This is an optimization exercise on Yosys and OpenROAD, whose aim is small area, not a production implementation.
Function was checked by simulation only, so behaviour that the tests miss may differ from the original.
The flow treats the clock pin as an ideal source, which a real chip does not have.
Power is estimated from default activity; no workload was simulated.

==> flow/design.v (outline; a module is shown in full before it is edited, if it fits) <==
// module bridge_settings: 76 lines
// module stick_deadzone: 68 lines
// module video_color_out: 484 lines
// module fa_cell: 11 lines
// module ha_cell: 10 lines
// module aoi222_cell: 7 lines
// module aoi22_cell: 7 lines
// module rom_e: 267 lines
// module rom_d: 267 lines
// module snes_host_top: 54 lines
module snes_host_top
(
  input  logic           clk_74a,
  input  logic           pll_core_locked,
  input  logic [64:0]    bridge_in,
  input  logic [15:0]    cont1_key,
  input  logic [31:0]    cont1_joy,
  input  logic [27:0]    video_in,
  output logic [16:0]    cart_info,
  output logic [14:0]    core_settings,
  output logic           core_reset,
  output logic [31:0]    pad_state,
  output logic [26:0]    video_out
);
  // ...
==> flow/flow/run.sh <==
#!/bin/bash
# Layout: the standard ORFS flow (standard.sh), with three changes to
# how the layout is built:
#  - the port buffers are the smallest buffer cell (buf_1) instead of the
#    flow's default pick;
#  - the clock tree is built from clkbuf_4/clkbuf_8 with no dummy loads,
#    and after CTS a clock buffer with few sinks is set to clkbuf_4
#    (flow/clkresize.tcl);
#  - after floorplan every cell is set to the smallest drive strength of
#    its kind (flow/downsize.tcl); the later repair steps size up where
#    slew, capacitance or timing need it.
# make's full output goes to orfs_make.log here; each ORFS step keeps its
# own log under orfs/logs/.
set -euo pipefail
here=$(pwd)
export BUFFER_PORTS_ARGS="-buffer_cell sky130_fd_sc_hd__buf_1"
export CTS_ARGS="-sink_clustering_enable -repair_clock_nets -dont_use_dummy_load -buf_list {sky130_fd_sc_hd__clkbuf_4 sky130_fd_sc_hd__clkbuf_8} -root_buf sky130_fd_sc_hd__clkbuf_8"
export POST_FLOORPLAN_TCL="$here/flow/downsize.tcl"
export POST_CTS_TCL="$here/flow/clkresize.tcl"
bash standard.sh > orfs_make.log 2>&1
==> flow/flow/clkresize.tcl <==
# Clock tree area: CTS builds the tree from clkbuf_8; a clock buffer that
# drives only a few sinks gets the smaller clkbuf_4 instead (same place,
# a smaller footprint, so placement stays legal).
set db [ord::get_db]
set block [ord::get_db_block]
set max_fanout 9
set swapped 0
foreach inst [$block getInsts] {
  if {[[$inst getMaster] getName] ne "sky130_fd_sc_hd__clkbuf_8"} { continue }
  set fanout -1
  foreach it [$inst getITerms] {
    if {[$it isOutputSignal]} {
      set net [$it getNet]
      if {$net ne "NULL" && $net ne ""} {
        set fanout [expr {[llength [$net getITerms]] - 1}]
      }
    }
  }
  if {$fanout >= 1 && $fanout <= $max_fanout} {
    replace_cell [$inst getName] sky130_fd_sc_hd__clkbuf_4
    incr swapped
  }
}
puts "clkresize: $swapped clock buffers set to clkbuf_4"
==> flow/flow/downsize.tcl <==
# Area recovery after floorplan: give every cell the smallest-area drive
# strength of its own kind (same function and pins). The repair steps that
# follow (repair_design at placement, repair_timing at CTS and global
# route) size up again wherever slew, capacitance or timing need it.
set db [ord::get_db]
set block [ord::get_db_block]
set swapped 0
set saved 0.0
foreach inst [$block getInsts] {
  set master [$inst getMaster]
  set name [$master getName]
  if {![regexp {^(sky130_fd_sc_hd__[a-z0-9]+)_([0-9]+)$} $name -> base drive]} {
    continue
  }
  set cur_area [expr {[$master getWidth] * [$master getHeight]}]
  set best $name
  set best_area $cur_area
  foreach d {0 1 2 3 4 6 8 12 16} {
    set m [$db findMaster ${base}_$d]
    if {$m eq "NULL" || $m eq ""} { continue }
    set a [expr {[$m getWidth] * [$m getHeight]}]
    if {$a < $best_area} {
      set best ${base}_$d
      set best_area $a
    }
  }
  if {$best ne $name} {
    replace_cell [$inst getName] $best
    incr swapped
    set saved [expr {$saved + ($cur_area - $best_area) / 1e6}]
  }
}
puts "downsize: $swapped cells swapped to a smaller drive, [format %.1f $saved] um2 saved"
==> flow/standard.sh <==
#!/bin/bash
# synth_recipe.tcl (not shown) runs the flow's synth.tcl, then flattens the netlist and writes it again
# the make line also repeats each setting of config.mk as NAME=value (left out here)
make -C /OpenROAD-flow-scripts/flow DESIGN_CONFIG=/design/flow/config.mk WORK_HOME=/design/flow/orfs CLKGATE_MAP_FILE= SYNTH_SCRIPT=/design/flow/synth_recipe.tcl "${@:-finish}"
==> flow/config.mk <==
export PLATFORM = sky130hd
export DESIGN_NAME = snes_host_top
export DESIGN_NICKNAME = snes_host_top
export VERILOG_FILES = /design/flow/design.v
export SDC_FILE = /design/flow/constraint.sdc
export NUM_CORES = 4
export LEC_CHECK = 0
export CAP_MARGIN = 20
export CORE_MARGIN = 2
export CORE_UTILIZATION = 40
export SLEW_MARGIN = 20
export SYNTH_HIERARCHICAL = 1
==> flow/constraint.sdc <==
create_clock -name core_clock -period 13.5 [get_ports {clk_74a}]
set_input_delay 2.7000 -clock core_clock [delete_from_list [all_inputs] [get_ports {clk_74a}]]
set_output_delay 2.7000 -clock core_clock [all_outputs]
set_load 0.01 [all_outputs]
==> notes.md, run 1 <==
multi-input combinational area share 0.5159; # diodes 0; routability cong. 0.8509; Post-DP Area 8433 sq um; Pins Over Slew Limit 0; Synth top area share 0.2889; crit path from video_in[4]; leakage 0.003436 uW; met3 routed WL 1622 um; share of cells above drive strength 1 0.09343; Clock Skew 0.02414 ns; DRC violations left 0; Synth area leaders dfrtp_1, fa_1, mux2_2; max FFs per register 32; most frequent cells in the layout buf_1, dfrtp_1, fa_1; Post-Place Cells 1110; antenna-violating nets left 0; CP endpoint u_video_color_out.word_q[1]$_DFF_P_; Post-Syn Instances 681; Mean Syn Cell Area 11.32 sq um; actual slew at the worst max-slew pin 1.002 ns; Layout clock area frac 0.01776; critical path class in2reg; status complete, no violations; M2 GR Usage 0.2948; vias in the first global route 6024; DR vias/cell 5.353; DR vias 6033; Overflow after GRT 0; compound-cell area share of the yosys netlist 0.1333; Hold Path Cell Cnt 2; hold crit path type reg2reg; Mapped Area 7709 sq um; Die H 142.8 um; Req. time, crit path 13.77 ns; top post-synthesis cells by count dfrtp_1, fa_1, nand2_1, mux2_2, inv_1; area share of xor/xnor cells in the synthesized design 0.02613; largest net degree at the start of global routing 62; RSZ-0062 raised after global routing false; worst-path fanout max 8; Achievable Freq 0.09070 GHz; Comb pwr share 0.214; hold_sp u_video_color_out.word_q[11]$_DFF_P_; initial antenna violation count 0; Power Sequential 371 uW
==> module bridge_settings, before the edit <==
module bridge_settings
(
  input  logic            clk_74a,
  input  logic            pll_core_locked,
  input  snes_host_pkg::bridge_wr_t      bridge_in,
  output snes_host_pkg::cart_info_t      cart_info,
  output snes_host_pkg::core_settings_t  core_settings,
  output snes_host_pkg::video_settings_t video_settings,
  output logic [7:0]      deadzone,
  output logic            core_reset
);
  logic                   reset_hit;
  logic       wr_base;
  logic [3:0] a_hi;
  logic [3:0] a_lo;
  logic       hi0, hi1, hi2, hi4, hi8;
  logic       lo0, lo1, lo2, lo3, lo4;
  assign wr_base = bridge_in.wr && (bridge_in.addr[31:10] == '0) &&
                   (bridge_in.addr[1:0] == '0);
  assign a_hi = bridge_in.addr[9:6];
  assign a_lo = bridge_in.addr[5:2];
  assign hi0  = wr_base && (a_hi == 4'h0);
  assign hi1  = wr_base && (a_hi == 4'h1);
  assign hi2  = wr_base && (a_hi == 4'h2);
  assign hi4  = wr_base && (a_hi == 4'h4);
  assign hi8  = wr_base && (a_hi == 4'h8);
  assign lo0  = (a_lo == 4'h0);
  assign lo1  = (a_lo == 4'h1);
  assign lo2  = (a_lo == 4'h2);
  assign lo3  = (a_lo == 4'h3);
  assign lo4  = (a_lo == 4'h4);
  assign reset_hit = hi1 && lo4;    
  always_ff @(posedge clk_74a or negedge pll_core_locked) begin
    if (!pll_core_locked) begin
      cart_info      <= '0;
      core_settings  <= '0;
      video_settings <= '0;
      deadzone       <= '0;
    end else begin
      if (hi0 && lo1) cart_info.rom_size <= bridge_in.data[3:0];         
      if (hi0 && lo2) cart_info.rom_type <= bridge_in.data[7:0];         
      if (hi0 && lo3) cart_info.ram_size <= bridge_in.data[3:0];         
      if (hi0 && lo4) cart_info.pal <= bridge_in.data[0];                
      if (hi2 && lo0) core_settings.cpu_turbo <= bridge_in.data[0];      
      if (hi2 && lo1) core_settings.gsu_turbo <= bridge_in.data[0];      
      if (hi4 && lo0) core_settings.multitap <= bridge_in.data[0];       
      if (hi4 && lo1) begin                                              
        core_settings.lightgun      <= bridge_in.data[0];
        core_settings.lightgun_type <= bridge_in.data[1];
        core_settings.mouse         <= bridge_in.data[2];
      end
      if (hi4 && lo2) core_settings.aim_speed <= bridge_in.data[7:0];    
      if (hi4 && lo3) deadzone <= bridge_in.data[7:0];                   
      if (hi8 && lo0) video_settings.square_pixels <= bridge_in.data[0]; 
      if (hi8 && lo1) core_settings.blend <= bridge_in.data[0];          
      if (hi8 && lo2) video_settings.color_correction <= bridge_in.data[7:0];  
    end
  end
  logic       pulse_on;
  logic [4:0] pulse_cnt;
  always_ff @(posedge clk_74a or negedge pll_core_locked) begin
    if (!pll_core_locked) begin
      pulse_on  <= 1'b0;
      pulse_cnt <= '0;
    end else if (reset_hit) begin
      pulse_on  <= 1'b1;
      pulse_cnt <= '0;
    end else if (pulse_on) begin
      pulse_cnt <= pulse_cnt + 1'b1;
      if (pulse_cnt == 5'd31) begin
        pulse_on <= 1'b0;
      end
    end
  end
  assign core_reset = pulse_on;
endmodule
==> module video_color_out, before the edit <==
module video_color_out
(
  input  logic            clk_74a,
  input  logic            pll_core_locked,
  input  snes_host_pkg::video_in_t       video_in,
  input  snes_host_pkg::video_settings_t video_settings,
  output snes_host_pkg::video_out_t      video_out
);
  logic        tall_latched;
  logic        de_q;
  logic        hs_q;
  logic        vs_q;
  logic [23:0] word_q;
  logic [7:0]  k;
  logic [7:0]  cr, cg, cb;
  logic [7:0]  out_r, out_g, out_b;
  assign k  = video_settings.color_correction;
  assign cr = video_in.rgb[23:16];
  assign cg = video_in.rgb[15:8];
  assign cb = video_in.rgb[7:0];
  logic [4:0] e_r;
  logic [5:0] d_b;
  rom_e u_rom_e (.c(cr), .e(e_r));
  rom_d u_rom_d (.c(cb), .d(d_b));
  logic [5:0] e_r_s;
  logic e_r_t;
  logic [8:0] d_b_s;
  assign e_r_s[0] = e_r[0] & ~e_r[1];
  assign e_r_s[1] = ~e_r[0] & e_r[1];
  assign e_r_s[2] = e_r[0] & e_r[1];
  assign e_r_s[3] = e_r[2] & ~e_r[3];
  assign e_r_s[4] = ~e_r[2] & e_r[3];
  assign e_r_s[5] = e_r[2] & e_r[3];
  assign d_b_s[0] = d_b[0] & ~d_b[1];
  assign d_b_s[1] = ~d_b[0] & d_b[1];
  assign d_b_s[2] = d_b[0] & d_b[1];
  assign d_b_s[3] = d_b[2] & ~d_b[3];
  assign d_b_s[4] = ~d_b[2] & d_b[3];
  assign d_b_s[5] = d_b[2] & d_b[3];
  assign d_b_s[6] = d_b[4] & ~d_b[5];
  assign d_b_s[7] = ~d_b[4] & d_b[5];
  assign d_b_s[8] = d_b[4] & d_b[5];
  assign e_r_t = e_r[4];
  logic ar_m17;
  logic ar_m18;
  logic ar_m19;
  logic ar_m20;
  logic ar_m21;
  logic ar_m22;
  logic ar_m23;
  logic ar_m24;
  logic ar_m25;
  logic ar_m26;
  logic ar_s108;
  logic ar_c109;
  logic ar_s116;
  logic ar_c117;
  logic ar_s128;
  logic ar_c129;
  logic ar_s132;
  logic ar_c133;
  logic ar_s136;
  logic ar_c137;
  logic ar_s138;
  logic ar_c176;
  logic ar_c186;
  logic ar_s211;
  logic ar_s226;
  logic ar_s233;
  logic ar_s246;
  logic ar_s249;
  logic ar_s1;
  logic ar_c2;
  logic ar_s3;
  logic ar_c4;
  logic ar_s5;
  logic ar_c6;
  logic ar_s7;
  logic ar_c8;
  logic ar_s9;
  logic ar_c10;
  logic ar_s11;
  logic ar_c12;
  logic ar_s13;
  logic ar_c14;
  logic ar_s15;
  logic ar_c16;
  logic ar_c56;
  logic ar_s57;
  logic ar_c58;
  logic ar_s60;
  logic ar_c61;
  logic ar_s62;
  logic ar_c63;
  logic ar_s65;
  logic ar_c66;
  logic ar_s67;
  logic ar_c68;
  logic ar_c70;
  logic ar_s71;
  logic ar_c72;
  logic ar_s73;
  logic ar_c74;
  logic ar_s75;
  logic ar_c76;
  logic ar_s78;
  logic ar_c79;
  logic ar_s80;
  logic ar_c81;
  logic ar_s82;
  logic ar_c83;
  logic ar_c85;
  logic ar_s86;
  logic ar_c87;
  logic ar_s88;
  logic ar_c89;
  logic ar_s90;
  logic ar_c91;
  logic ar_c93;
  logic ar_s94;
  logic ar_c95;
  logic ar_s96;
  logic ar_c97;
  logic ar_s98;
  logic ar_c99;
  logic ar_c101;
  logic ar_s102;
  logic ar_c103;
  logic ar_s104;
  logic ar_c105;
  logic ar_s106;
  logic ar_c107;
  logic ar_s110;
  logic ar_c111;
  logic ar_s112;
  logic ar_c113;
  logic ar_s114;
  logic ar_c115;
  logic ar_s118;
  logic ar_c119;
  logic ar_s120;
  logic ar_c121;
  logic ar_s122;
  logic ar_c123;
  logic ar_s124;
  logic ar_c125;
  logic ar_s126;
  logic ar_c127;
  logic ar_s130;
  logic ar_c131;
  logic ar_s134;
  logic ar_c135;
  logic ar_c170;
  logic ar_c172;
  logic ar_s173;
  logic ar_c174;
  logic ar_s177;
  logic ar_c178;
  logic ar_c180;
  logic ar_s181;
  logic ar_c182;
  logic ar_s183;
  logic ar_c184;
  logic ar_s187;
  logic ar_c188;
  logic ar_s189;
  logic ar_c190;
  logic ar_c192;
  logic ar_s193;
  logic ar_c194;
  logic ar_s195;
  logic ar_c196;
  logic ar_c198;
  logic ar_s199;
  logic ar_c200;
  logic ar_s201;
  logic ar_c202;
  logic ar_c204;
  logic ar_s205;
  logic ar_c206;
  logic ar_s207;
  logic ar_c208;
  logic ar_s209;
  logic ar_c210;
  logic ar_s212;
  logic ar_c213;
  logic ar_s214;
  logic ar_c215;
  logic ar_s216;
  logic ar_c217;
  logic ar_s218;
  logic ar_c219;
  logic ar_s220;
  logic ar_c221;
  logic ar_s222;
  logic ar_c223;
  logic ar_s224;
  logic ar_c225;
  logic ar_s227;
  logic ar_c228;
  logic ar_s229;
  logic ar_c230;
  logic ar_s231;
  logic ar_c232;
  logic ar_s234;
  logic ar_c235;
  logic ar_s236;
  logic ar_c237;
  logic ar_s238;
  logic ar_c239;
  logic ar_s240;
  logic ar_c241;
  logic ar_s242;
  logic ar_c243;
  logic ar_s244;
  logic ar_c245;
  logic ar_s247;
  logic ar_c248;
  logic ar_s250;
  assign ar_m17 = k[0];
  assign ar_m18 = ar_s1;
  assign ar_m19 = ar_s3;
  assign ar_m20 = ar_s5;
  assign ar_m21 = ar_s7;
  assign ar_m22 = ar_s9;
  assign ar_m23 = ar_s11;
  assign ar_m24 = ar_s13;
  assign ar_m25 = ar_s15;
  assign ar_m26 = ar_c16;
  assign ar_s108 = ~(ar_c101 ^ ar_s106);
  assign ar_c109 = ar_c101 | ar_s106;
  assign ar_s116 = ~(ar_c109 ^ ar_s114);
  assign ar_c117 = ar_c109 | ar_s114;
  assign ar_s128 = ~(ar_s126 ^ ar_c123);
  assign ar_c129 = ar_s126 | ar_c123;
  assign ar_s132 = ~(ar_s130 ^ ar_c129);
  assign ar_c133 = ar_s130 | ar_c129;
  assign ar_s136 = ~(cr[6] ^ ar_c135);
  assign ar_c137 = cr[6] | ar_c135;
  assign ar_s138 = ~(cr[7] ^ ar_c137);
  assign ar_c176 = ar_s173 | ar_c172;
  assign ar_c186 = ar_s183 | ar_c180;
  assign ar_s211 = ~ar_s209;
  assign ar_s226 = ~ar_s224;
  assign ar_s233 = ~ar_s231;
  assign ar_s246 = ~ar_s244;
  assign ar_s249 = ~ar_s247;
  ha_cell u_ar_s1 (.a(k[0]), .b(k[1]), .s(ar_s1), .co(ar_c2));
  fa_cell u_ar_s3 (.a(k[1]), .b(k[2]), .ci(ar_c2), .s(ar_s3), .co(ar_c4));
  fa_cell u_ar_s5 (.a(k[2]), .b(k[3]), .ci(ar_c4), .s(ar_s5), .co(ar_c6));
  fa_cell u_ar_s7 (.a(k[3]), .b(k[4]), .ci(ar_c6), .s(ar_s7), .co(ar_c8));
  fa_cell u_ar_s9 (.a(k[4]), .b(k[5]), .ci(ar_c8), .s(ar_s9), .co(ar_c10));
  fa_cell u_ar_s11 (.a(k[5]), .b(k[6]), .ci(ar_c10), .s(ar_s11), .co(ar_c12));
  fa_cell u_ar_s13 (.a(k[6]), .b(k[7]), .ci(ar_c12), .s(ar_s13), .co(ar_c14));
  ha_cell u_ar_s15 (.a(k[7]), .b(ar_c14), .s(ar_s15), .co(ar_c16));
  assign ar_c56 = (~cr[0]) & ar_pp27;
  fa_cell u_ar_s57 (.a((~cr[1])), .b(ar_pp28), .ci(ar_c56), .s(ar_s57), .co(ar_c58));
  fa_cell u_ar_s60 (.a((~cr[2])), .b(ar_pp29), .ci(ar_pp37), .s(ar_s60), .co(ar_c61));
  fa_cell u_ar_s62 (.a(ar_s60), .b(ar_c58), .ci(ar_s57), .s(ar_s62), .co(ar_c63));
  fa_cell u_ar_s65 (.a((~cr[3])), .b(ar_pp30), .ci(ar_pp38), .s(ar_s65), .co(ar_c66));
  fa_cell u_ar_s67 (.a(ar_c61), .b(ar_s65), .ci(ar_c63), .s(ar_s67), .co(ar_c68));
  assign ar_c70 = ar_s62 & ar_s67;
  fa_cell u_ar_s71 (.a((~cr[4])), .b(ar_pp47), .ci(ar_pp31), .s(ar_s71), .co(ar_c72));
  fa_cell u_ar_s73 (.a(ar_pp39), .b(ar_c66), .ci(ar_s71), .s(ar_s73), .co(ar_c74));
  fa_cell u_ar_s75 (.a(ar_s73), .b(ar_c68), .ci(ar_c70), .s(ar_s75), .co(ar_c76));
  fa_cell u_ar_s78 (.a((~cr[5])), .b(ar_pp48), .ci(ar_pp32), .s(ar_s78), .co(ar_c79));
  fa_cell u_ar_s80 (.a(ar_pp40), .b(ar_c72), .ci(ar_s78), .s(ar_s80), .co(ar_c81));
  fa_cell u_ar_s82 (.a(ar_c74), .b(ar_s80), .ci(ar_c76), .s(ar_s82), .co(ar_c83));
  assign ar_c85 = ar_s75 & ar_s82;
  fa_cell u_ar_s86 (.a((~cr[6])), .b(ar_pp49), .ci(ar_pp33), .s(ar_s86), .co(ar_c87));
  fa_cell u_ar_s88 (.a(ar_pp41), .b(ar_c79), .ci(ar_s86), .s(ar_s88), .co(ar_c89));
  fa_cell u_ar_s90 (.a(ar_c81), .b(ar_s88), .ci(ar_c83), .s(ar_s90), .co(ar_c91));
  assign ar_c93 = ar_c85 & ar_s90;
  fa_cell u_ar_s94 (.a((~cr[7])), .b(ar_pp50), .ci(ar_pp34), .s(ar_s94), .co(ar_c95));
  fa_cell u_ar_s96 (.a(ar_pp42), .b(ar_c87), .ci(ar_s94), .s(ar_s96), .co(ar_c97));
  fa_cell u_ar_s98 (.a(ar_c89), .b(ar_s96), .ci(ar_c91), .s(ar_s98), .co(ar_c99));
  assign ar_c101 = ar_c93 & ar_s98;
  fa_cell u_ar_s102 (.a(cr[0]), .b(ar_pp51), .ci(ar_pp35), .s(ar_s102), .co(ar_c103));
  fa_cell u_ar_s104 (.a(ar_pp43), .b(ar_c95), .ci(ar_s102), .s(ar_s104), .co(ar_c105));
  fa_cell u_ar_s106 (.a(ar_c97), .b(ar_s104), .ci(ar_c99), .s(ar_s106), .co(ar_c107));
  fa_cell u_ar_s110 (.a(cr[1]), .b(ar_pp52), .ci(ar_pp36), .s(ar_s110), .co(ar_c111));
  fa_cell u_ar_s112 (.a(ar_pp44), .b(ar_c103), .ci(ar_s110), .s(ar_s112), .co(ar_c113));
  fa_cell u_ar_s114 (.a(ar_c105), .b(ar_s112), .ci(ar_c107), .s(ar_s114), .co(ar_c115));
  fa_cell u_ar_s118 (.a(cr[2]), .b(ar_pp53), .ci(ar_pp45), .s(ar_s118), .co(ar_c119));
  fa_cell u_ar_s120 (.a(ar_c111), .b(ar_s118), .ci(ar_c113), .s(ar_s120), .co(ar_c121));
  fa_cell u_ar_s122 (.a(ar_s120), .b(ar_c115), .ci(ar_c117), .s(ar_s122), .co(ar_c123));
  fa_cell u_ar_s124 (.a(cr[3]), .b(ar_pp54), .ci(ar_pp46), .s(ar_s124), .co(ar_c125));
  fa_cell u_ar_s126 (.a(ar_c119), .b(ar_s124), .ci(ar_c121), .s(ar_s126), .co(ar_c127));
  fa_cell u_ar_s130 (.a(cr[4]), .b(ar_c125), .ci(ar_c127), .s(ar_s130), .co(ar_c131));
  fa_cell u_ar_s134 (.a(cr[5]), .b(ar_c131), .ci(ar_c133), .s(ar_s134), .co(ar_c135));
  assign ar_c170 = cb[0] & ar_pp140;
  assign ar_c172 = (cb[1] & ar_pp141) | (ar_c170 & (cb[1] | ar_pp141));
  fa_cell u_ar_s173 (.a(cb[2]), .b(ar_pp142), .ci(ar_pp150), .s(ar_s173), .co(ar_c174));
  fa_cell u_ar_s177 (.a(cb[3]), .b(ar_pp143), .ci(ar_pp151), .s(ar_s177), .co(ar_c178));
  assign ar_c180 = (ar_c174 & ar_s177) | (ar_c176 & (ar_c174 | ar_s177));
  fa_cell u_ar_s181 (.a(cb[4]), .b(ar_pp144), .ci(ar_pp152), .s(ar_s181), .co(ar_c182));
  fa_cell u_ar_s183 (.a(ar_pp160), .b(ar_c178), .ci(ar_s181), .s(ar_s183), .co(ar_c184));
  fa_cell u_ar_s187 (.a(cb[5]), .b(ar_pp145), .ci(ar_pp153), .s(ar_s187), .co(ar_c188));
  fa_cell u_ar_s189 (.a(ar_pp161), .b(ar_c182), .ci(ar_s187), .s(ar_s189), .co(ar_c190));
  assign ar_c192 = (ar_c184 & ar_s189) | (ar_c186 & (ar_c184 | ar_s189));
  fa_cell u_ar_s193 (.a(cb[6]), .b(ar_pp146), .ci(ar_pp154), .s(ar_s193), .co(ar_c194));
  fa_cell u_ar_s195 (.a(ar_pp162), .b(ar_c188), .ci(ar_s193), .s(ar_s195), .co(ar_c196));
  assign ar_c198 = (ar_c190 & ar_s195) | (ar_c192 & (ar_c190 | ar_s195));
  fa_cell u_ar_s199 (.a(cb[7]), .b(ar_pp147), .ci(ar_pp155), .s(ar_s199), .co(ar_c200));
  fa_cell u_ar_s201 (.a(ar_pp163), .b(ar_c194), .ci(ar_s199), .s(ar_s201), .co(ar_c202));
  assign ar_c204 = (ar_c196 & ar_s201) | (ar_c198 & (ar_c196 | ar_s201));
  fa_cell u_ar_s205 (.a((~cb[0])), .b(ar_pp148), .ci(ar_pp156), .s(ar_s205), .co(ar_c206));
  fa_cell u_ar_s207 (.a(ar_pp164), .b(ar_c200), .ci(ar_s205), .s(ar_s207), .co(ar_c208));
  fa_cell u_ar_s209 (.a(ar_c202), .b(ar_s207), .ci(ar_c204), .s(ar_s209), .co(ar_c210));
  fa_cell u_ar_s212 (.a((~cb[1])), .b(ar_pp149), .ci(ar_pp157), .s(ar_s212), .co(ar_c213));
  fa_cell u_ar_s214 (.a(ar_pp165), .b(ar_c206), .ci(ar_s212), .s(ar_s214), .co(ar_c215));
  fa_cell u_ar_s216 (.a(ar_c208), .b(ar_s214), .ci(ar_c210), .s(ar_s216), .co(ar_c217));
  ha_cell u_ar_s218 (.a(ar_s209), .b(ar_s216), .s(ar_s218), .co(ar_c219));
  fa_cell u_ar_s220 (.a((~cb[2])), .b(ar_pp158), .ci(ar_pp166), .s(ar_s220), .co(ar_c221));
  fa_cell u_ar_s222 (.a(ar_c213), .b(ar_s220), .ci(ar_c215), .s(ar_s222), .co(ar_c223));
  fa_cell u_ar_s224 (.a(ar_s222), .b(ar_c217), .ci(ar_c219), .s(ar_s224), .co(ar_c225));
  fa_cell u_ar_s227 (.a((~cb[3])), .b(ar_pp159), .ci(ar_pp167), .s(ar_s227), .co(ar_c228));
  fa_cell u_ar_s229 (.a(ar_c221), .b(ar_s227), .ci(ar_c223), .s(ar_s229), .co(ar_c230));
  fa_cell u_ar_s231 (.a(ar_s229), .b(ar_c225), .ci(ar_s224), .s(ar_s231), .co(ar_c232));
  fa_cell u_ar_s234 (.a((~cb[4])), .b(ar_pp168), .ci(ar_c228), .s(ar_s234), .co(ar_c235));
  fa_cell u_ar_s236 (.a(ar_s234), .b(ar_c230), .ci(ar_c232), .s(ar_s236), .co(ar_c237));
  ha_cell u_ar_s238 (.a(ar_s231), .b(ar_s236), .s(ar_s238), .co(ar_c239));
  fa_cell u_ar_s240 (.a((~cb[5])), .b(ar_c235), .ci(ar_c237), .s(ar_s240), .co(ar_c241));
  ha_cell u_ar_s242 (.a(ar_c239), .b(ar_s240), .s(ar_s242), .co(ar_c243));
  fa_cell u_ar_s244 (.a((~cb[6])), .b(ar_c241), .ci(ar_c243), .s(ar_s244), .co(ar_c245));
  fa_cell u_ar_s247 (.a((~cb[7])), .b(ar_c245), .ci(ar_s244), .s(ar_s247), .co(ar_c248));
  assign ar_s250 = ar_c248 ^ ar_s247;
  logic ar_pp27;
  logic ar_pp28;
  logic ar_pp29;
  logic ar_pp30;
  logic ar_pp31;
  logic ar_pp32;
  logic ar_pp33;
  logic ar_pp34;
  logic ar_pp35;
  logic ar_pp36;
  logic ar_pp37;
  logic ar_pp38;
  logic ar_pp39;
  logic ar_pp40;
  logic ar_pp41;
  logic ar_pp42;
  logic ar_pp43;
  logic ar_pp44;
  logic ar_pp45;
  logic ar_pp46;
  logic ar_pp47;
  logic ar_pp48;
  logic ar_pp49;
  logic ar_pp50;
  logic ar_pp51;
  logic ar_pp52;
  logic ar_pp53;
  logic ar_pp54;
  logic ar_pp140;
  logic ar_pp141;
  logic ar_pp142;
  logic ar_pp143;
  logic ar_pp144;
  logic ar_pp145;
  logic ar_pp146;
  logic ar_pp147;
  logic ar_pp148;
  logic ar_pp149;
  logic ar_pp150;
  logic ar_pp151;
  logic ar_pp152;
  logic ar_pp153;
  logic ar_pp154;
  logic ar_pp155;
  logic ar_pp156;
  logic ar_pp157;
  logic ar_pp158;
  logic ar_pp159;
  logic ar_pp160;
  logic ar_pp161;
  logic ar_pp162;
  logic ar_pp163;
  logic ar_pp164;
  logic ar_pp165;
  logic ar_pp166;
  logic ar_pp167;
  logic ar_pp168;
  assign ar_pp27 = ~((e_r_s[0] & k[0]) | (e_r_s[2] & ar_m17));
  aoi222_cell u_ar_pp28 (.a1(e_r_s[0]), .a2(k[1]), .b1(e_r_s[1]), .b2(k[0]), .c1(e_r_s[2]), .c2(ar_m18), .y(ar_pp28));
  aoi222_cell u_ar_pp29 (.a1(e_r_s[0]), .a2(k[2]), .b1(e_r_s[1]), .b2(k[1]), .c1(e_r_s[2]), .c2(ar_m19), .y(ar_pp29));
  aoi222_cell u_ar_pp30 (.a1(e_r_s[0]), .a2(k[3]), .b1(e_r_s[1]), .b2(k[2]), .c1(e_r_s[2]), .c2(ar_m20), .y(ar_pp30));
  aoi222_cell u_ar_pp31 (.a1(e_r_s[0]), .a2(k[4]), .b1(e_r_s[1]), .b2(k[3]), .c1(e_r_s[2]), .c2(ar_m21), .y(ar_pp31));
  aoi222_cell u_ar_pp32 (.a1(e_r_s[0]), .a2(k[5]), .b1(e_r_s[1]), .b2(k[4]), .c1(e_r_s[2]), .c2(ar_m22), .y(ar_pp32));
  aoi222_cell u_ar_pp33 (.a1(e_r_s[0]), .a2(k[6]), .b1(e_r_s[1]), .b2(k[5]), .c1(e_r_s[2]), .c2(ar_m23), .y(ar_pp33));
  aoi222_cell u_ar_pp34 (.a1(e_r_s[0]), .a2(k[7]), .b1(e_r_s[1]), .b2(k[6]), .c1(e_r_s[2]), .c2(ar_m24), .y(ar_pp34));
  assign ar_pp35 = ~((e_r_s[1] & k[7]) | (e_r_s[2] & ar_m25));
  assign ar_pp36 = ~(e_r_s[2] & ar_m26);
  assign ar_pp37 = ~((e_r_s[3] & k[0]) | (e_r_s[5] & ar_m17));
  aoi222_cell u_ar_pp38 (.a1(e_r_s[3]), .a2(k[1]), .b1(e_r_s[4]), .b2(k[0]), .c1(e_r_s[5]), .c2(ar_m18), .y(ar_pp38));
  aoi222_cell u_ar_pp39 (.a1(e_r_s[3]), .a2(k[2]), .b1(e_r_s[4]), .b2(k[1]), .c1(e_r_s[5]), .c2(ar_m19), .y(ar_pp39));
  aoi222_cell u_ar_pp40 (.a1(e_r_s[3]), .a2(k[3]), .b1(e_r_s[4]), .b2(k[2]), .c1(e_r_s[5]), .c2(ar_m20), .y(ar_pp40));
  aoi222_cell u_ar_pp41 (.a1(e_r_s[3]), .a2(k[4]), .b1(e_r_s[4]), .b2(k[3]), .c1(e_r_s[5]), .c2(ar_m21), .y(ar_pp41));
  aoi222_cell u_ar_pp42 (.a1(e_r_s[3]), .a2(k[5]), .b1(e_r_s[4]), .b2(k[4]), .c1(e_r_s[5]), .c2(ar_m22), .y(ar_pp42));
  aoi222_cell u_ar_pp43 (.a1(e_r_s[3]), .a2(k[6]), .b1(e_r_s[4]), .b2(k[5]), .c1(e_r_s[5]), .c2(ar_m23), .y(ar_pp43));
  aoi222_cell u_ar_pp44 (.a1(e_r_s[3]), .a2(k[7]), .b1(e_r_s[4]), .b2(k[6]), .c1(e_r_s[5]), .c2(ar_m24), .y(ar_pp44));
  assign ar_pp45 = ~((e_r_s[4] & k[7]) | (e_r_s[5] & ar_m25));
  assign ar_pp46 = ~(e_r_s[5] & ar_m26);
  assign ar_pp47 = ~(e_r_t & k[0]);
  assign ar_pp48 = ~(e_r_t & k[1]);
  assign ar_pp49 = ~(e_r_t & k[2]);
  assign ar_pp50 = ~(e_r_t & k[3]);
  assign ar_pp51 = ~(e_r_t & k[4]);
  assign ar_pp52 = ~(e_r_t & k[5]);
  assign ar_pp53 = ~(e_r_t & k[6]);
  assign ar_pp54 = ~(e_r_t & k[7]);
  assign ar_pp140 = ~((d_b_s[0] & k[0]) | (d_b_s[2] & ar_m17));
  aoi222_cell u_ar_pp141 (.a1(d_b_s[0]), .a2(k[1]), .b1(d_b_s[1]), .b2(k[0]), .c1(d_b_s[2]), .c2(ar_m18), .y(ar_pp141));
  aoi222_cell u_ar_pp142 (.a1(d_b_s[0]), .a2(k[2]), .b1(d_b_s[1]), .b2(k[1]), .c1(d_b_s[2]), .c2(ar_m19), .y(ar_pp142));
  aoi222_cell u_ar_pp143 (.a1(d_b_s[0]), .a2(k[3]), .b1(d_b_s[1]), .b2(k[2]), .c1(d_b_s[2]), .c2(ar_m20), .y(ar_pp143));
  aoi222_cell u_ar_pp144 (.a1(d_b_s[0]), .a2(k[4]), .b1(d_b_s[1]), .b2(k[3]), .c1(d_b_s[2]), .c2(ar_m21), .y(ar_pp144));
  aoi222_cell u_ar_pp145 (.a1(d_b_s[0]), .a2(k[5]), .b1(d_b_s[1]), .b2(k[4]), .c1(d_b_s[2]), .c2(ar_m22), .y(ar_pp145));
  aoi222_cell u_ar_pp146 (.a1(d_b_s[0]), .a2(k[6]), .b1(d_b_s[1]), .b2(k[5]), .c1(d_b_s[2]), .c2(ar_m23), .y(ar_pp146));
  aoi222_cell u_ar_pp147 (.a1(d_b_s[0]), .a2(k[7]), .b1(d_b_s[1]), .b2(k[6]), .c1(d_b_s[2]), .c2(ar_m24), .y(ar_pp147));
  assign ar_pp148 = ~((d_b_s[1] & k[7]) | (d_b_s[2] & ar_m25));
  assign ar_pp149 = ~(d_b_s[2] & ar_m26);
  assign ar_pp150 = ~((d_b_s[3] & k[0]) | (d_b_s[5] & ar_m17));
  aoi222_cell u_ar_pp151 (.a1(d_b_s[3]), .a2(k[1]), .b1(d_b_s[4]), .b2(k[0]), .c1(d_b_s[5]), .c2(ar_m18), .y(ar_pp151));
  aoi222_cell u_ar_pp152 (.a1(d_b_s[3]), .a2(k[2]), .b1(d_b_s[4]), .b2(k[1]), .c1(d_b_s[5]), .c2(ar_m19), .y(ar_pp152));
  aoi222_cell u_ar_pp153 (.a1(d_b_s[3]), .a2(k[3]), .b1(d_b_s[4]), .b2(k[2]), .c1(d_b_s[5]), .c2(ar_m20), .y(ar_pp153));
  aoi222_cell u_ar_pp154 (.a1(d_b_s[3]), .a2(k[4]), .b1(d_b_s[4]), .b2(k[3]), .c1(d_b_s[5]), .c2(ar_m21), .y(ar_pp154));
  aoi222_cell u_ar_pp155 (.a1(d_b_s[3]), .a2(k[5]), .b1(d_b_s[4]), .b2(k[4]), .c1(d_b_s[5]), .c2(ar_m22), .y(ar_pp155));
  aoi222_cell u_ar_pp156 (.a1(d_b_s[3]), .a2(k[6]), .b1(d_b_s[4]), .b2(k[5]), .c1(d_b_s[5]), .c2(ar_m23), .y(ar_pp156));
  aoi222_cell u_ar_pp157 (.a1(d_b_s[3]), .a2(k[7]), .b1(d_b_s[4]), .b2(k[6]), .c1(d_b_s[5]), .c2(ar_m24), .y(ar_pp157));
  assign ar_pp158 = ~((d_b_s[4] & k[7]) | (d_b_s[5] & ar_m25));
  assign ar_pp159 = ~(d_b_s[5] & ar_m26);
  assign ar_pp160 = ~(d_b_s[6] & k[0]);
  assign ar_pp161 = ~((d_b_s[6] & k[1]) | (d_b_s[7] & k[0]));
  assign ar_pp162 = ~((d_b_s[6] & k[2]) | (d_b_s[7] & k[1]));
  assign ar_pp163 = ~((d_b_s[6] & k[3]) | (d_b_s[7] & k[2]));
  assign ar_pp164 = ~((d_b_s[6] & k[4]) | (d_b_s[7] & k[3]));
  assign ar_pp165 = ~((d_b_s[6] & k[5]) | (d_b_s[7] & k[4]));
  assign ar_pp166 = ~((d_b_s[6] & k[6]) | (d_b_s[7] & k[5]));
  assign ar_pp167 = ~((d_b_s[6] & k[7]) | (d_b_s[7] & k[6]));
  assign ar_pp168 = ~(d_b_s[7] & k[7]);
  assign out_r = {ar_s138, ar_s136, ar_s134, ar_s132, ar_s128, ar_s122, ar_s116, ar_s108};
  assign out_b = {~(ar_s249 & ar_s250), ~(ar_s246 & ar_s250), ~(ar_s242 & ar_s250), ~(ar_s238 & ar_s250), ~(ar_s233 & ar_s250), ~(ar_s226 & ar_s250), ~(ar_s218 & ar_s250), ~(ar_s211 & ar_s250)};
  logic [8:0] g_gt;
  logic [7:0] g_nm;
  logic [7:0] g_z;
  assign g_nm    = ~(k & {8{cg[7]}});
  assign g_gt[0] = 1'b0;
  for (genvar i = 0; i < 8; i++) begin : g_cmp
    assign g_gt[i + 1] = (cg[i] & g_nm[i]) | (g_gt[i] & (cg[i] | g_nm[i]));
  end
  assign g_z[0] = g_gt[8];
  for (genvar i = 1; i < 8; i++) begin : g_dec
    assign g_z[i] = g_z[i - 1] & ~cg[i - 1];
  end
  assign out_g = cg ^ g_z;
  always_ff @(posedge clk_74a or negedge pll_core_locked) begin
    if (!pll_core_locked) begin
      tall_latched <= 1'b0;
      de_q         <= 1'b0;
      hs_q         <= 1'b0;
      vs_q         <= 1'b0;
    end else begin
      de_q <= video_in.de;
      hs_q <= video_in.hs;
      vs_q <= video_in.vs;
      if (video_in.vs && !vs_q) begin
        tall_latched <= video_in.tall_frame;
      end
    end
  end
  logic        word_hold;
  logic        word_ctrl;
  logic [23:0] ctrl_word;
  assign word_hold = ~video_in.de & ~de_q;
  assign word_ctrl = ~video_in.de & de_q;
  assign ctrl_word = {9'd0, ~tall_latched, video_settings.square_pixels, 13'd0};
  always_ff @(posedge clk_74a) begin
    word_q <= ({24{video_in.de}} & {out_r, out_g, out_b}) |
              ({24{word_ctrl}} & ctrl_word) |
              ({24{word_hold}} & word_q);
  end
  assign video_out = {vs_q, hs_q, de_q, word_q};
endmodule
==> inputs of run 2 (changes only) <==
--- a/flow/design.v
+++ b/flow/design.v
@@ -139,2 +139,4 @@
   logic [4:0] pulse_cnt;
+  logic       pulse_run;
+  assign pulse_run = pulse_on && !reset_hit;
   always_ff @(posedge clk_74a or negedge pll_core_locked) begin
@@ -143,10 +145,5 @@
       pulse_cnt <= '0;
-    end else if (reset_hit) begin
-      pulse_on  <= 1'b1;
-      pulse_cnt <= '0;
-    end else if (pulse_on) begin
-      pulse_cnt <= pulse_cnt + 1'b1;
-      if (pulse_cnt == 5'd31) begin
-        pulse_on <= 1'b0;
-      end
+    end else begin
+      pulse_on  <= reset_hit || (pulse_on && (pulse_cnt != 5'd31));
+      pulse_cnt <= (pulse_cnt + 1'b1) & {5{pulse_run}};
     end
@@ -278,15 +275,2 @@
   logic ar_m26;
-  logic ar_s108;
-  logic ar_c109;
-  logic ar_s116;
-  logic ar_c117;
-  logic ar_s128;
-  logic ar_c129;
-  logic ar_s132;
-  logic ar_c133;
-  logic ar_s136;
-  logic ar_c137;
-  logic ar_s138;
-  logic ar_c176;
-  logic ar_c186;
   logic ar_s211;
@@ -357,2 +341,4 @@
   logic ar_c107;
+  logic ar_s108;
+  logic ar_c109;
   logic ar_s110;
@@ -363,2 +349,4 @@
   logic ar_c115;
+  logic ar_s116;
+  logic ar_c117;
   logic ar_s118;
@@ -373,6 +361,13 @@
   logic ar_c127;
+  logic ar_s128;
+  logic ar_c129;
   logic ar_s130;
   logic ar_c131;
+  logic ar_s132;
+  logic ar_c133;
   logic ar_s134;
   logic ar_c135;
+  logic ar_s136;
+  logic ar_c137;
+  logic ar_s138;
   logic ar_c170;
@@ -381,2 +376,3 @@
   logic ar_c174;
+  logic ar_c176;
   logic ar_s177;
@@ -388,2 +384,3 @@
   logic ar_c184;
+  logic ar_c186;
   logic ar_s187;
@@ -454,15 +451,2 @@
   assign ar_m26 = ar_c16;
-  assign ar_s108 = ~(ar_c101 ^ ar_s106);
-  assign ar_c109 = ar_c101 | ar_s106;
-  assign ar_s116 = ~(ar_c109 ^ ar_s114);
-  assign ar_c117 = ar_c109 | ar_s114;
-  assign ar_s128 = ~(ar_s126 ^ ar_c123);
-  assign ar_c129 = ar_s126 | ar_c123;
-  assign ar_s132 = ~(ar_s130 ^ ar_c129);
-  assign ar_c133 = ar_s130 | ar_c129;
-  assign ar_s136 = ~(cr[6] ^ ar_c135);
-  assign ar_c137 = cr[6] | ar_c135;
-  assign ar_s138 = ~(cr[7] ^ ar_c137);
-  assign ar_c176 = ar_s173 | ar_c172;
-  assign ar_c186 = ar_s183 | ar_c180;
   assign ar_s211 = ~ar_s209;
@@ -505,2 +489,4 @@
   fa_cell u_ar_s106 (.a(ar_c97), .b(ar_s104), .ci(ar_c99), .s(ar_s106), .co(ar_c107));
+  xnor_cell u_ar_s108 (.a(ar_c101), .b(ar_s106), .y(ar_s108));
+  assign ar_c109 = ar_c101 | ar_s106;
   fa_cell u_ar_s110 (.a(cr[1]), .b(ar_pp52), .ci(ar_pp36), .s(ar_s110), .co(ar_c111));
@@ -508,2 +494,4 @@
   fa_cell u_ar_s114 (.a(ar_c105), .b(ar_s112), .ci(ar_c107), .s(ar_s114), .co(ar_c115));
+  xnor_cell u_ar_s116 (.a(ar_c109), .b(ar_s114), .y(ar_s116));
+  assign ar_c117 = ar_c109 | ar_s114;
   fa_cell u_ar_s118 (.a(cr[2]), .b(ar_pp53), .ci(ar_pp45), .s(ar_s118), .co(ar_c119));
@@ -513,4 +501,11 @@
   fa_cell u_ar_s126 (.a(ar_c119), .b(ar_s124), .ci(ar_c121), .s(ar_s126), .co(ar_c127));
+  xnor_cell u_ar_s128 (.a(ar_s126), .b(ar_c123), .y(ar_s128));
+  assign ar_c129 = ar_s126 | ar_c123;
   fa_cell u_ar_s130 (.a(cr[4]), .b(ar_c125), .ci(ar_c127), .s(ar_s130), .co(ar_c131));
+  xnor_cell u_ar_s132 (.a(ar_s130), .b(ar_c129), .y(ar_s132));
+  assign ar_c133 = ar_s130 | ar_c129;
   fa_cell u_ar_s134 (.a(cr[5]), .b(ar_c131), .ci(ar_c133), .s(ar_s134), .co(ar_c135));
+  xnor_cell u_ar_s136 (.a(cr[6]), .b(ar_c135), .y(ar_s136));
+  assign ar_c137 = cr[6] | ar_c135;
+  assign ar_s138 = ~(cr[7] ^ ar_c137);
   assign ar_c170 = cb[0] & ar_pp140;
@@ -518,2 +513,3 @@
   fa_cell u_ar_s173 (.a(cb[2]), .b(ar_pp142), .ci(ar_pp150), .s(ar_s173), .co(ar_c174));
+  assign ar_c176 = ar_s173 | ar_c172;
   fa_cell u_ar_s177 (.a(cb[3]), .b(ar_pp143), .ci(ar_pp151), .s(ar_s177), .co(ar_c178));
@@ -522,2 +518,3 @@
   fa_cell u_ar_s183 (.a(ar_pp160), .b(ar_c178), .ci(ar_s181), .s(ar_s183), .co(ar_c184));
+  assign ar_c186 = ar_s183 | ar_c180;
   fa_cell u_ar_s187 (.a(cb[5]), .b(ar_pp145), .ci(ar_pp153), .s(ar_s187), .co(ar_c188));
@@ -720,2 +717,10 @@
 endmodule
+module xnor_cell
+(
+  input  logic a,
+  input  logic b,
+  output logic y
+);
+  assign y = ~(a ^ b);
+endmodule
 module ha_cell
==> run 2 against run 1 <==
Still clean on timing, DRC and antenna. Die area is 0.32% higher. Register-to-register slack worse by 0.14 ns. First-iteration DRC count is 2.0% higher. Non-clock buffer count stayed put. Sequential cell count stayed put. Clock power is 4% lower. Critical path type unchanged. Highest routed layer unchanged.
==> notes.md, run 2 <==
status complete, no violations; drt first pass iters 6; antenna-violating nets left 0 (unchanged); critical path startpoint category input pin; most frequent CP cell fa_1; post-synthesis sequential area ratio 0.3569; Biggest register u_stick_deadzone.pad_state; synth warn 11; Final #Nets 1096; Fin. Hold Viols 0; share of cells above drive strength 1 0.09122 (-0.002202); top post-synthesis cells by count dfrtp_1, fa_1, nand2_1, mux2_2, nor2_1; GR Util All Layers 0.1948; Synth area leaders dfrtp_1, fa_1, mux2_2; worst-path fanout max 8 (unchanged); minimum clock period 11.18 ns; largest net degree at the start of global routing 67 (+8.1%); ys flop type dfrtp_1; critical path class in2reg; total negative slack 0 ns; Die H 143.0 um (+0.16%); overall power 707.7 uW; final worst-path cycle share 0.8282; final setup fails 0; element type at the critical path end flop; Core Footprint 18830 sq um; worst hold endpoint u_video_color_out.word_q[23]$_DFF_P_; FP Rows 50; Worst slew margin 0.3429; clk slew on worst S/H paths 0.08 ns; Bufs and invs on worst path 2; Worst VDD drop 62.36 uV; Initial Util 0.4107; slowest cell on the critical path fa_1; Port-buffer cells 194; DP Wirelength 14460 um; first-pass GRT wire length 31140 um; die area 20460 sq um; Hold WS 0.4527 ns; vias in the first global route 6126 (+1.7%); # diodes 0 (unchanged); P&R area growth vs syn 10.99%; commonest non-fill, non-tap cell in the layout buf_1; RSZ-0062 raised after global routing false; largest area contributor in the netlist dfrtp_1; Seq cells post-synth 115; Largest stage delay, worst path 0.56 ns; DRT iter0 DRCs 469; Overflow after GRT 0 (unchanged); Die W 143.0 um; IO Pins 235; Worst R2R Setup Slack 3.42 ns; Req. time, crit path 13.75 ns (-0.02 ns); delay-heaviest family, CP adder cells; most numerous cell in the Yosys netlist dfrtp_1; Post-Syn Instances 679 (-0.29%); hold crit path type reg2reg; Synthesized Nets 907; actual slew at the worst max-slew pin 0.9775 ns (-0.02426 ns); initial antenna violation count 0 (unchanged); Achievable Freq 0.08944 GHz (-1.4%); Skew-Pair Late Insertion Delay 0.40 ns; Synth top area share 0.2880 (-0.0009348); Mean Syn Cell Area 11.39 sq um (+0.62%); routed wire length 19130 um; hold_sp u_video_color_out.word_q[23]$_DFF_P_; Pins Over Slew Limit 0 (unchanged); DR vias 6026 (-0.12%); Clock Skew 0.02741 ns (+0.003267 ns); Mapped Area 7734 sq um (+0.32%); worst r2r dst u_video_color_out.word_q[3]$_DFF_P_; number of distinct library cells after synthesis 76; Worst Reg-to-Reg Cells 26; leakage 0.003403 uW (-0.95%); # Max-Cap Violations 0; Crit path arrival time 11.43 ns; most frequent cells in the layout buf_1, dfrtp_1, fa_1; DR vias/cell 5.352 (about the same); biggest regs u_stick_deadzone.pad_state (32), u_video_color_out.word_q (24), u_bridge_settings.cart_info (17); routability cong. 0.8533 (+0.28%); FF-to-FF Start u_bridge_settings.video_settings[1]$_DFFE_PN0P_; Power Dens Cells 82.45 nW/um^2; FFs w/ async S/R, synth 0.7913; DRC violations left 0 (unchanged); routed len/inst 16.99 um; max FFs per register 32 (unchanged); CTS sink cnt 115; Hold Path Cell Cnt 2 (unchanged); TritonCTS clock tree built; Post-synth EDFFs 0
-- run 2: cell types whose count changed after synthesis, sizes merged, moves of 3 or more --
cell	change
clkbuf	-4
a22o	-3
xnor2	+4
nand2	+7
buf	+3
a21oi	-4
inv	-8
ha	-5
-- run 2: cell type report --
type,count,area (sq um)
sequential,115,2760
inverter,35,131.4
clock buffer,17,152.6
multi-input combinational,501,4452
tap,260,325.3
timing repair buffer,198,762.0
fill,1852,10250
-- run 2: kinds of logic (layout without fill, tap and decap cells) --
family	after synthesis	count (layout)	share of synthesized area
AO/OA/AOI/OAI	138	138	0.1327
XOR/XNOR	27	27	0.03058
adder cells (fa/ha/maj)	89	89	0.2111
buffers and inverters	63	250	0.04093
flip-flops	115	115	0.3569
multiplexers	55	55	0.08381
AND/OR/NAND/NOR	192	192	0.1440
-- run 2: per-module statistics from Yosys (local to each module, per instance), excerpt --
module           times used  cell area [sq um]  cells
bridge_settings           1               2456    160
rom_e                     1              450.4     67
aoi222_cell              28              10.01      1
video_color_out           1               1687    226
rom_d                     1              177.7     26
fa_cell                  70              20.02      1
stick_deadzone            1               1175     92
xnor_cell                 5              8.758      1
ha_cell                   5              12.51      1
-- run 2: tightest hold or removal path: stages (launching register included) --
cell     delay (ns)
dfxtp_1        0.33
nand2_1        0.04
o21ai_0        0.05
-- run 2: worst max path at each step --
| stage | start | to | slack (ns) | depth (start not counted) |
|---|---|---|---|---|
| detailed placement | video_in[4] | u_video_color_out.word_q[0]$_DFF_P_ | 1.98 | 26 |
| floorplan | video_in[17] | u_video_color_out.word_q[23]$_DFF_P_ | 3.21 | 25 |
| global route | video_in[4] | u_video_color_out.word_q[3]$_DFF_P_ | 1.91 | 26 |
| global placement | video_in[4] | u_video_color_out.word_q[3]$_DFF_P_ | 2.08 | 26 |
| finish | video_in[4] | u_video_color_out.word_q[3]$_DFF_P_ | 2.32 | 26 |
-- run 2: per-layer routing --
layer	up-vias	GRT usage	part of all wire
met3	28	0.04628	0.065
met4	0	0.05888	0.018
met1	2956	0.2570	0.43
li1	2808	-	-
met2	234	0.3193	0.49
met5	-	0	0
-- run 2: metrics by stage --
step | instances | area [sq um] | util | setup WS [ns]
3_5_place_dp | 1109 | 8422 | 0.4472 | 1.980
3_3_place_gp | 1109 | 8422 | 0.4472 | 2.077
5_1_grt | 1126 | 8583 | 0.4558 | 1.909
6_report | 1126 | 8583 | 0.4558 | 2.320
2_1_floorplan | 679 | 7734 | - | 3.214
-- run 2: power breakdown --
part	internal [uW]	switching, uW
clock	71.0	108
combinational	56.1	100
sequential	363	10.1
total	490	218

-- static timing again, ports no longer ideal --
The results above use ideal ports. As a check the final layouts listed here were re-extracted and re-timed, cells and wires unchanged. Step 1 sets driving cells, clkbuf_16 on the clock port and buf_2 on the other inputs (assumed; they add their load-dependent delay and slew). Step 2 also shifts input and output timing later by t, the mid clock arrival at the registers, as if the neighbouring blocks saw the same clock. Slacks: no drivers / after step 1 / after step 2; pairs: no drivers / after step 1.
| run | t (ns) | setup WS [ns] | hold WS [ns] | slew at the worst register clock pin (ns) |
|---|---|---|---|---|
| run 1 | 0.437 | 2.475 / 2.487 / 2.050 | 0.457 / 0.457 / 0.457 | 0.10 / 0.10 |
| run 2 | 0.418 | 2.320 / 2.328 / 1.909 | 0.453 / 0.453 / 0.453 | 0.09 / 0.09 |
After both steps setup and hold are still met in every run listed. The setup slack of run 1, which loses most, moves by +0.012 ns with the drivers and by -0.425 ns with both steps.
